This design comes from an exercise in tuning for small area, a short achievable clock period and few clock cycles per item on the open sky130 flow, not from production work. Function was not checked in any run shown here: the RTL went through the layout flow alone.

==> flow/design.v (outline; a module is shown in full before it is edited, if it fits) <==
// module pipelined_array_mult: 13443 lines
// module pam_fa: 10 lines
// module pam_ha: 9 lines
module pipelined_array_mult #(
  parameter int WIDTH  = 64,
  parameter int TAG_W  = 4
) (
  input  logic               clk,
  input  logic               rst,
  input  logic               in_valid,
  output logic               in_ready,
  input  logic               in_signed,
  input  logic [WIDTH-1:0]   A,
  input  logic [WIDTH-1:0]   B,
  input  logic [TAG_W-1:0]   in_tag,
  output logic               out_valid,
  input  logic               out_ready,
  output logic [2*WIDTH-1:0] out,
  output logic               out_signed,
  output logic [TAG_W-1:0]   out_tag
);
  // ...
==> flow/flow/run.sh <==
#!/bin/bash
# Own flow: the standard ORFS layout (standard.sh) with these changes:
# - repair_timing aims for a path delay well below the 13 ns clock (setup slack
#   margin), so that the achieved period improves; the SDC is the standard one;
# - ports are buffered with buf_2 instead of the default (a delay cell);
# - CTS inserts no dummy loads.
set -euo pipefail
export SETUP_SLACK_MARGIN=8.7
export BUFFER_PORTS_ARGS="-buffer_cell sky130_fd_sc_hd__buf_2"
export CTS_ARGS="-sink_clustering_enable -repair_clock_nets -dont_use_dummy_load"
bash standard.sh > standard.log 2>&1
==> flow/standard.sh <==
#!/bin/bash
# synth_recipe.tcl (not shown) runs the flow's synth.tcl, then flattens the netlist and writes it again
# the make line also repeats each setting of config.mk as NAME=value (left out here)
make -C /OpenROAD-flow-scripts/flow DESIGN_CONFIG=/design/flow/config.mk WORK_HOME=/design/flow/orfs CLKGATE_MAP_FILE= SYNTH_SCRIPT=/design/flow/synth_recipe.tcl "${@:-finish}"
==> flow/config.mk <==
export PLATFORM = sky130hd
export DESIGN_NAME = pipelined_array_mult
export DESIGN_NICKNAME = pipelined_array_mult
export VERILOG_FILES = /design/flow/design.v
export SDC_FILE = /design/flow/constraint.sdc
export NUM_CORES = 8
export LEC_CHECK = 0
export ABC_AREA = 1
export CAP_MARGIN = 20
export CORE_MARGIN = 2
export CORE_UTILIZATION = 55
export SLEW_MARGIN = 20
export SYNTH_HIERARCHICAL = 1
==> flow/constraint.sdc <==
create_clock -name core_clock -period 13.0 [get_ports {clk}]
set_input_delay 2.6000 -clock core_clock [delete_from_list [all_inputs] [get_ports {clk}]]
set_output_delay 2.6000 -clock core_clock [all_outputs]
set_load 0.01 [all_outputs]
==> impl_results.md, run 1 <==
* Status: stopped before the end
* Last stage reached: global routing
* First Err: [ERROR GRT-0232] Routing congestion too high. Check the congestion heatmap in the GUI.
* CTS HTree Levels at 3
* I/O Buffers at 271
* Area fraction in compound gates after synthesis at 12.5%
* Async S/R FF share, synth at 0.531%
* Seq cells post-synth at 942
* Row cnt at 167
* YS warnings at 7
* CTS Buf Count at 112
* CTS resizes at 1082
* Setup bufs post-CTS at 170
* Pre-CTS WS at 7730 ps
* Post-synth EDFFs at 804
* Starting Density at 55.3%
* IO Pins at 272
* DP Area at 118000 um2
* Post-Synth XOR/XNOR Area at 16.7%
* Hold buffers post-CTS at 0
* CTS sink cnt at 942
* Post-Syn Area at 115000 um2
* Root buf cell: clkbuf_16
* Top-area cell type share of the netlist area at 34.7%
* Die height at 461 um
* Syn Inst Count at 10500
* Post-Synth Simple-Gate Area at 4.98%
* DP HPWL at 311000 um
* Yosys top cell by area: fa_1
* Post-Synth Adder-Cell Area at 37.1%
* Dpl cells at 12800
* Mux cell area share after synthesis at 0%
* Largest family of logic cells by synthesized area: adder cells
==> run 2: changes to the inputs <==
--- a/flow/design.v
+++ b/flow/design.v
@@ -17,16 +17,19 @@
   output logic [TAG_W-1:0]   out_tag
 );
   logic [63:0] r1_a;
   logic [31:0] r1_bo, r1_bt, r1_bn;
   logic        r1_u63;
   logic        r1_s;
   logic [3:0]  r1_tag;
   logic        r1_ae;
+  logic [127:0] sk2_p;
+  logic         sk2_s;
+  logic [3:0]   sk2_tag;
   logic [498:0] r2_p;
   logic        r2_s;
   logic [3:0]  r2_tag;
   logic [127:0] sk_p;
   logic         sk_s;
   logic [3:0]   sk_tag;
   logic bo0;
   logic bt0;
@@ -13365,40 +13368,49 @@
   assign ads_122 = adp0_122 ^ adg7_121;
   assign ads_123 = adp0_123 ^ adg7_122;
   assign ads_124 = adp0_124 ^ adg7_123;
   assign ads_125 = adp0_125 ^ adg7_124;
   assign ads_126 = adp0_126 ^ adg7_125;
   assign ads_127 = adp0_127 ^ adg7_126;
   assign prod = {ads_127, ads_126, ads_125, ads_124, ads_123, ads_122, ads_121, ads_120, ads_119, ads_118, ads_117, ads_116, ads_115, ads_114, ads_113, ads_112, ads_111, ads_110, ads_109, ads_108, ads_107, ads_106, ads_105, ads_104, ads_103, ads_102, ads_101, ads_100, ads_99, ads_98, ads_97, ads_96, ads_95, ads_94, ads_93, ads_92, ads_91, ads_90, ads_89, ads_88, ads_87, ads_86, ads_85, ads_84, ads_83, ads_82, ads_81, ads_80, ads_79, ads_78, ads_77, ads_76, ads_75, ads_74, ads_73, ads_72, ads_71, ads_70, ads_69, ads_68, ads_67, ads_66, ads_65, ads_64, ads_63, ads_62, ads_61, ads_60, ads_59, ads_58, ads_57, ads_56, ads_55, ads_54, ads_53, ads_52, ads_51, ads_50, ads_49, ads_48, ads_47, ads_46, ads_45, ads_44, ads_43, ads_42, ads_41, ads_40, ads_39, ads_38, ads_37, ads_36, ads_35, ads_34, ads_33, ads_32, ads_31, ads_30, ads_29, ads_28, ads_27, ads_26, ads_25, ads_24, ads_23, ads_22, ads_21, ads_20, ads_19, ads_18, ads_17, ads_16, ads_15, ads_14, ads_13, ads_12, ads_11, ads_10, ads_9, ads_8, ads_7, ads_6, ads_5, ads_4, ads_3, ads_2, ads_1, adp0_0};
   assign r2_d = {pp31_65, pq63, pp31_64, pq62, hc3658, pp31_63, pp30_65, pq61, fc3656, hs3657, pp31_62, pp30_64, hc3654, fc3652, fs3655, pp31_61, fc3650, fc3648, hs3653, fs3651, fc3646, fc3644, fs3649, fs3647, fc3642, fc3640, fs3645, fs3643, fc3638, fc3636, fs3641, fs3639, fc3634, fc3632, fs3637, fs3635, fc3630, fc3628, fs3633, fs3631, fc3626, fc3624, fs3629, fs3627, fc3622, fc3620, fs3625, fs3623, fc3618, fc3616, fs3621, fs3619, fc3614, fc3612, fs3617, fs3615, fc3610, fc3608, fs3613, fs3611, fc3606, fc3604, fs3609, fs3607, fc3602, fc3600, fs3605, fs3603, fc3598, fc3596, fs3601, fs3599, fc3594, fc3592, fs3597, fs3595, fc3590, fc3588, fs3593, fs3591, fc3586, fc3584, fs3589, fs3587, fc3582, fc3580, fs3585, fs3583, fc3578, fc3576, fs3581, fs3579, fc3574, fc3572, fs3577, fs3575, fc3570, fc3568, fs3573, fs3571, fc3566, fc3564, fs3569, fs3567, fc3562, fc3560, fs3565, fs3563, fc3558, fc3556, fs3561, fs3559, fc3554, fc3552, fs3557, fs3555, fc3550, fc3548, fs3553, fs3551, fc3546, fc3544, fs3549, fs3547, fc3542, fc3540, fs3545, fs3543, fc3538, fc3536, fs3541, fs3539, fc3534, fc3532, fs3537, fs3535, fc3530, fc3528, fs3533, fs3531, fc3526, fc3524, fs3529, fs3527, fc3522, fc3520, fs3525, fs3523, fc3518, fc3516, fs3521, fs3519, fc3514, fc3512, fs3517, fs3515, fc3510, fc3508, fs3513, fs3511, fc3506, fc3504, fs3509, fs3507, fc3502, fc3500, fs3505, fs3503, fc3498, fc3496, fs3501, fs3499, fc3494, fc3492, fs3497, fs3495, fc3490, fc3488, fs3493, fs3491, fc3486, fc3484, fs3489, fs3487, fc3482, fc3480, fs3485, fs3483, fc3478, fc3476, fs3481, fs3479, fc3474, fc3472, fs3477, fs3475, fc3470, fc3468, fs3473, fs3471, fc3466, fc3464, fs3469, fs3467, fc3462, fc3460, fs3465, fs3463, fc3458, fc3456, fs3461, fs3459, fc3454, fc3452, fs3457, fs3455, fc3450, fc3448, fs3453, fs3451, fc3446, fc3444, fs3449, fs3447, fc3442, fc3440, fs3445, fs3443, fc3438, fc3436, fs3441, fs3439, fc3434, fc3432, fs3437, fs3435, fc3430, fc3428, fs3433, fs3431, fc3426, fc3424, fs3429, fs3427, fc3422, fc3420, fs3425, fs3423, fc3418, fc3416, fs3421, fs3419, fc3414, fc3412, fs3417, fs3415, fc3410, fc3408, fs3413, fs3411, fc3406, fc3404, fs3409, fs3407, fc3402, fc3400, fs3405, fs3403, fc3398, fc3396, fs3401, fs3399, fc3394, fc3392, fs3397, fs3395, fc3390, fc3388, fs3393, fs3391, fc3386, fc3384, fs3389, fs3387, fc3382, fc3380, fs3385, fs3383, fc3378, fc3376, fs3381, fs3379, fc3374, fc3372, fs3377, fs3375, fc3370, fc3368, fs3373, fs3371, fc3366, fc3364, fs3369, fs3367, fc3362, fc3360, fs3365, fs3363, fc3358, fc3356, fs3361, fs3359, fc3354, fc3352, fs3357, fs3355, fc3350, fc3348, fs3353, fs3351, fc3346, fc3344, fs3349, fs3347, fc3342, fc3340, fs3345, fs3343, fc3338, fc3336, fs3341, fs3339, fc3334, fc3332, fs3337, fs3335, fc3330, fc3328, fs3333, fs3331, fc3326, fc3324, fs3329, fs3327, fc3322, fc3320, fs3325, fs3323, fc3318, fc3316, fs3321, fs3319, fc3314, fc3312, fs3317, fs3315, fc3310, fc3308, fs3313, fs3311, fc3306, fc3304, fs3309, fs3307, fc3302, fc3300, fs3305, fs3303, fc3298, fc3296, fs3301, fs3299, fc3294, fc3292, fs3297, fs3295, fc3290, fc3288, fs3293, fs3291, fc3286, fc3284, fs3289, fs3287, fc3282, fc3280, fs3285, fs3283, fc3278, fc3276, fs3281, fs3279, fc3274, fc3272, fs3277, fs3275, fc3270, fc3268, fs3273, fs3271, fc3266, fc3264, fs3269, fs3267, fc3262, fc3260, fs3265, fs3263, fc3258, fc3256, fs3261, fs3259, fc3254, fc3252, fs3257, fs3255, fc3250, fc3248, fs3253, fs3251, fc3246, fc3244, fs3249, fs3247, fc3242, fc3240, fs3245, fs3243, fc3238, fc3236, fs3241, fs3239, fc3234, fc3232, fs3237, fs3235, fc3230, fc3228, fs3233, fs3231, fc3226, fc3224, fs3229, fs3227, fc3222, fc3220, fs3225, fs3223, fc3218, fc3216, fs3221, fs3219, fc3214, fc3212, fs3217, fs3215, fc3210, fc3208, fs3213, fs3211, fc3206, fc3204, fs3209, fs3207, hc3202, fc3200, fs3205, fs3203, hc3198, fc3196, hs3201, fs3199, hc3194, hs3197, fs3195, pp4_0, hc3192, hs3193, pp3_1, pp2_3, hs3191, pp3_0, pp2_2, pp1_4, pp2_1, pp1_3, pp0_5, pp2_0, pp1_2, pp0_4, bn2, pp1_1, pp0_3, pp1_0, pp0_2, bn1, pp0_1, pp0_0, bn0};
-  logic v1, v2, v3, vs, rdy;
-  logic load1, load2, load3, push;
-  logic v1_n, v2_n, vs_n;
-  assign load2    = !v2 || !vs;
-  assign load1    = !v1 || load2;
+  logic v1, v2, v3, q1, q2, rdy;
+  logic allow, load1, pop, push;
+  logic a0, a1, a2;
+  logic v1_n, v2_n, v3_n, q1_n, q2_n, allow_n;
+  assign allow    = !q2 && !(q1 && v2);
+  assign load1    = !v1 || allow;
   assign in_ready = rdy;
-  assign push     = v2 && !vs;
-  assign load3    = !v3 || out_ready;
+  assign pop      = v3 && out_ready;
+  assign push     = v2;
+  assign a0       = pop ? q1 : v3;
+  assign a1       = pop ? q2 : q1;
+  assign a2       = pop ? 1'b0 : q2;
   assign v1_n     = load1 ? in_valid : v1;
-  assign v2_n     = load2 ? v1 : v2;
-  assign vs_n     = !load3 && (vs || push);
+  assign v2_n     = v1 && allow;
+  assign v3_n     = a0 || push;
+  assign q1_n     = a1 || (push && a0);
+  assign q2_n     = a2 || (push && a0 && a1);
+  assign allow_n  = !q2_n && !(q1_n && v2_n);
   always_ff @(posedge clk or posedge rst) begin
     if (rst) begin
       v1  <= 1'b0;
       v2  <= 1'b0;
       v3  <= 1'b0;
-      vs  <= 1'b0;
+      q1  <= 1'b0;
+      q2  <= 1'b0;
       rdy <= 1'b1;
     end else begin
       v1  <= v1_n;
       v2  <= v2_n;
-      vs  <= vs_n;
-      rdy <= !v1_n || !v2_n || !vs_n;
-      if (load3) v3 <= vs || push;
+      v3  <= v3_n;
+      q1  <= q1_n;
+      q2  <= q2_n;
+      rdy <= !v1_n || allow_n;
     end
   end
   logic [31:0] e_bo, e_bt, e_bn;
   logic [64:0] bx;
   assign bx = {B, 1'b0};
   always_comb begin
     for (int i = 0; i < 32; i++) begin
       e_bn[i] = bx[2*i+2];
@@ -13414,34 +13426,39 @@
       r1_bt  <= e_bt;
       r1_bn  <= e_bn;
       r1_u63 <= !in_signed & B[63];
       r1_s   <= in_signed;
       r1_tag <= in_tag;
     end
   end
   always_ff @(posedge clk) begin
-    if (load2) begin
-      r2_p   <= r2_d;
-      r2_s   <= r1_s;
-      r2_tag <= r1_tag;
+    r2_p   <= r2_d;
+    r2_s   <= r1_s;
+    r2_tag <= r1_tag;
+  end
+  always_ff @(posedge clk) begin
+    if (!q2) begin
+      sk2_p   <= prod;
+      sk2_s   <= r2_s;
+      sk2_tag <= r2_tag;
     end
   end
   always_ff @(posedge clk) begin
-    if (!vs) begin
-      sk_p   <= prod;
-      sk_s   <= r2_s;
-      sk_tag <= r2_tag;
+    if (!q1 || out_ready) begin
+      sk_p   <= q2 ? sk2_p : prod;
+      sk_s   <= q2 ? sk2_s : r2_s;
+      sk_tag <= q2 ? sk2_tag : r2_tag;
     end
   end
   always_ff @(posedge clk) begin
-    if (load3) begin
-      out        <= vs ? sk_p : prod;
-      out_signed <= vs ? sk_s : r2_s;
-      out_tag    <= vs ? sk_tag : r2_tag;
+    if (!v3 || out_ready) begin
+      out        <= q1 ? sk_p : prod;
+      out_signed <= q1 ? sk_s : r2_s;
+      out_tag    <= q1 ? sk_tag : r2_tag;
     end
   end
   assign out_valid = v3;
 endmodule
 module pam_fa (
   input  logic a,
   input  logic b,
   input  logic c,
==> flow/flow/run.sh (replaced) <==
#!/bin/bash
# Own flow: the standard ORFS layout (standard.sh) with these changes:
# - repair_timing aims for a path delay well below the 13 ns clock (setup slack
#   margin), so that the achieved period improves; the SDC is the standard one;
# - ports are buffered with buf_2 instead of the default (a delay cell);
# - CTS inserts no dummy loads.
set -euo pipefail
export SETUP_SLACK_MARGIN=8.5
export BUFFER_PORTS_ARGS="-buffer_cell sky130_fd_sc_hd__buf_2"
export CTS_ARGS="-sink_clustering_enable -repair_clock_nets -dont_use_dummy_load"
bash standard.sh > standard.log 2>&1
==> flow/config.mk (replaced) <==
export PLATFORM = sky130hd
export DESIGN_NAME = pipelined_array_mult
export DESIGN_NICKNAME = pipelined_array_mult
export VERILOG_FILES = /design/flow/design.v
export SDC_FILE = /design/flow/constraint.sdc
export NUM_CORES = 8
export LEC_CHECK = 0
export ABC_AREA = 1
export CAP_MARGIN = 20
export CORE_MARGIN = 2
export CORE_UTILIZATION = 45
export SLEW_MARGIN = 20
export SYNTH_HIERARCHICAL = 1
==> impl_results.md, run 2 <==
* Most frequent cells in the layout: xor2_1 (2112), o22ai_1 (2047), fa_1 (1985), nand2_1 (1123), dfxtp_1 (637)
* Arrival time at the worst endpoint at 5260 ps
* RSZ-0062 raised after global routing: true
* Share of layout cells above drive strength 1 at 9.18%
* Fin. Hold Viols at 0
* CP Buf/Inv Count at 2
* Root buf cell: clkbuf_16 (unchanged)
* Final Slew Violations at 0
* Die height at 510 um (was 461 um)
* FF-to-FF setup slack at 8430 ps
* Fillers at 22700
* Post-Syn Area at 115000 um2 (about the same)
* CTS sink cnt at 1076 (was 942)
* Hold_sp: r1_tag[3]
* Critical Path, Cell by Cell: inv_4, buf_12, o22ai_1, xor2_1, fa_1, fa_1, fa_1, fa_1, fa_1
* TritonRoute pass-1 iters at 14
* CP max FO at 45
* Largest net degree at the start of global routing at 102
* Syn Inst Count at 11100 (was 10500)
* Main synth FF type: dfxtp_1 (was edfxtp_1)
* Layout area overhead at 9.42%
* Worst path max stage delay at 620 ps
* CTS tree: yes
* Via density at 6.97
* Tot GR Track Use at 37.7%
* I/O Buffers at 271 (unchanged)
* Largest Register: r2_p
* Clk Latency, worst-skew pair at 840 ps
* First-pass GRT wire length at 707000 um
* Async S/R FF share, synth at 0.558% (was 0.531%)
* Final Critical Period at 4570 ps
* Worst-Margin Slew at 1410 ps
* Seq cells post-synth at 1076 (was 942)
* Hold buffers post-CTS at 0 (unchanged)
* Starting Density at 45.3% (was 55.3%)
* Sequential element share of the synthesized area at 22.5% (was 23.5%)
* Status: complete, no violations (was stopped before the end)
* Hold EP: r2_tag[3]
* Reg-to-reg startpoint: r1_a[32]
* Clock slew at reported path FFs at 60 ps
* Startpoint Class: flop
* Row cnt at 185 (was 167)
* Slowest-stage cell, CP: fa_1
* Max FFs per register at 499
* Setup violations, final at 0
* DR DRC count at 0
* Initial antenna violation count at 34
* Critical Path Most Common Cell: fa_1
* Count leader, synth: xor2_1 (unchanged)
* Fin crit share at 35.2%
* Crit path required time at 13690 ps
* Fmax at 219 MHz
* Ranking of synthesized cells by area: fa_1 (35%), xor2_1 (16%), edfxtp_1 (11%) (was fa_1 (35%), edfxtp_1 (21%), xor2_1 (16%))
* DP HPWL at 318000 um (was 311000 um)
* Hold Path Class: flop to flop
* Max-slew headroom at the worst pin at 6.25%
* Commonest cells post-synth: xor2_1 (2117), o22ai_1 (2048), fa_1 (1990), nand2_1 (1127), clkbuf_1 (881) (was xor2_1 (2123), o22ai_1 (2048), fa_1 (1990), nand2_1 (868), clkbuf_1 (848))
* Detailed-route wire length per cell at 35.8 um
* CTS HTree Levels at 4 (was 3)
* Yosys top cell by area: fa_1 (unchanged)
* Number of global-route vias before repair at 100000
* Top-area cell type share of the netlist area at 34.6% (was 34.7%)
* Fin nets at 13100
* IO Pins at 272 (unchanged)
* Final wirelength at 507000 um
* Total grt overflow at 0
* Worst hold stages at 0
* Die area at 260000 um2
* Max Cap Viol at 0
* Placeable Area at 254000 um2
* R2R cell count at 9
* CTS Buf Count at 133 (was 112)
* GP Congestion at 1.02 (was 1.03)
* Cell family with most CP delay: adder cells
* Post-synth EDFFs at 433 (was 804)
* Worst Setup Path Type: flop to flop
* Via count at 98700
* Setup TNS at 0 ps
* YS warnings at 7 (unchanged)
* Distinct cells, synth at 49 (was 51)
* Die W at 510 um (was 461 um)
* Worst clock skew at 83.5 ps
* Post-route ant nets at 0
* Avg Cell Area, Syn at 10.4 um2 (was 10.9 um2)
* Most common cell after layout, fill and taps aside: xor2_1
* CP Capture Type: flop
* RR Endpoint: r2_p[212]
* CTS Buffer Depth at 3 (unchanged)
* Initial detailed-routing violation count at 17500
## run 2: metal layers
metal | part of all wire, % | routed length (um) | track usage, % | up-vias
met1 | 35 | 178000 | 46.8 | 48600
met3 | 17 | 87000 | 19.7 | 3117
met4 | 8.5 | 43000 | 22.6 | 50
li1 | - | - | - | 36800
met5 | 0.14 | 720 | 0.694 | -
met2 | 39 | 198000 | 51.4 | 10200
## run 2: repair_timing
action                                  4_1_cts  5_1_grt
gates resized for setup                     358      320
gates cloned                                  6       31
pin swaps                                     2        1
buffers inserted                             10       53
endpoints found under the setup margin      314      195
## run 2: worst max path at each step
stage | startpoint | endpoint | depth (start not counted)
4_1_cts | r1_bn[5] | r2_p[252] | 8
5_1_grt | r1_a[59] | r2_p[252] | 10
3_3_place_gp | r1_bn[24] | r2_p[296] | 8
6_report | r1_a[32] | r2_p[212] | 9
3_5_place_dp | r1_ae | r2_p[252] | 11
2_1_floorplan | out_ready | out[0] | 2
## run 2: final cells by class
class	instances	area (um2)	area share, %
multi-input combinational	8480	83700	66.3
timing repair inverter	8	55.1	0.0436
tap	3366	4210	3.34
antenna	19	47.5	0.0377
inverter	467	2470	1.96
sequential	1076	25900	20.5
timing repair buffer	625	6460	5.12
clock buffer	133	3330	2.64
## run 2: per-module statistics from Yosys (local to each module, per instance)
module                cell area [um2]  flip-flops and latches  cells  times used
pam_fa                           20.0                       0      1        1984
pam_ha                           12.5                       0      1          94
pipelined_array_mult            74400                    1076   9027           1
## run 2: cell families (layout without fill, tap and decap cells)
logic type,count (synthesis),count (layout),share of synthesized area (%)
AOI/OAI and AO/OA,2339,2339,12.5
adders and majority gates,2211,2211,36.9
xor gates and xnor gates,2194,2194,16.7
and+or+nand+nor,1703,1704,6.14
buffers and inverters,1581,1233,5.25
DFF,1076,1076,22.5
other,1,51,0.00325
## run 2: through the flow
| step | worst slack, ps | area (um2) | utilization, % | cells | hold slack [ps] |
|---|---|---|---|---|---|
| 2_1_floorplan | 8310 | 115000 | - | 11100 | 323 |
| 3_3_place_gp | 7910 | 119000 | 46.7 | 13900 | 331 |
| 3_5_place_dp | 7810 | 119000 | 46.8 | 13900 | 338 |
| 4_1_cts | 8480 | 124000 | 48.7 | 14100 | 351 |
| 5_1_grt | 8470 | 126000 | 49.6 | 14200 | 354 |
| 6_report | 8430 | 126000 | 49.6 | 14200 | 346 |

[port drivers added, routing unchanged]
How much do the figures lean on ideal ports? The routed layout below was timed once more, with nothing changed but the port constraints. Step 1, drivers: a clkbuf_16 drives clk and a buf_2 each remaining input, both assumed. Step 2 moves the port delays by t, midway between the first and last clock arrival at a register: inputs arrive t later, outputs are due t later. That takes back most of the time a late clock gives input paths. Slacks: no drivers / after step 1 / after step 2; pairs: no drivers / after step 1.
run: run 2
t, ns: 0.902
setup WS [ns]: 8.426 / 8.426 / 8.426
pins driven straight from the clock port: 1
After both steps run 2 still meets setup and hold. For run 2, drivers alone change the setup slack by 0.000 ns; drivers and shift together by 0.000 ns.
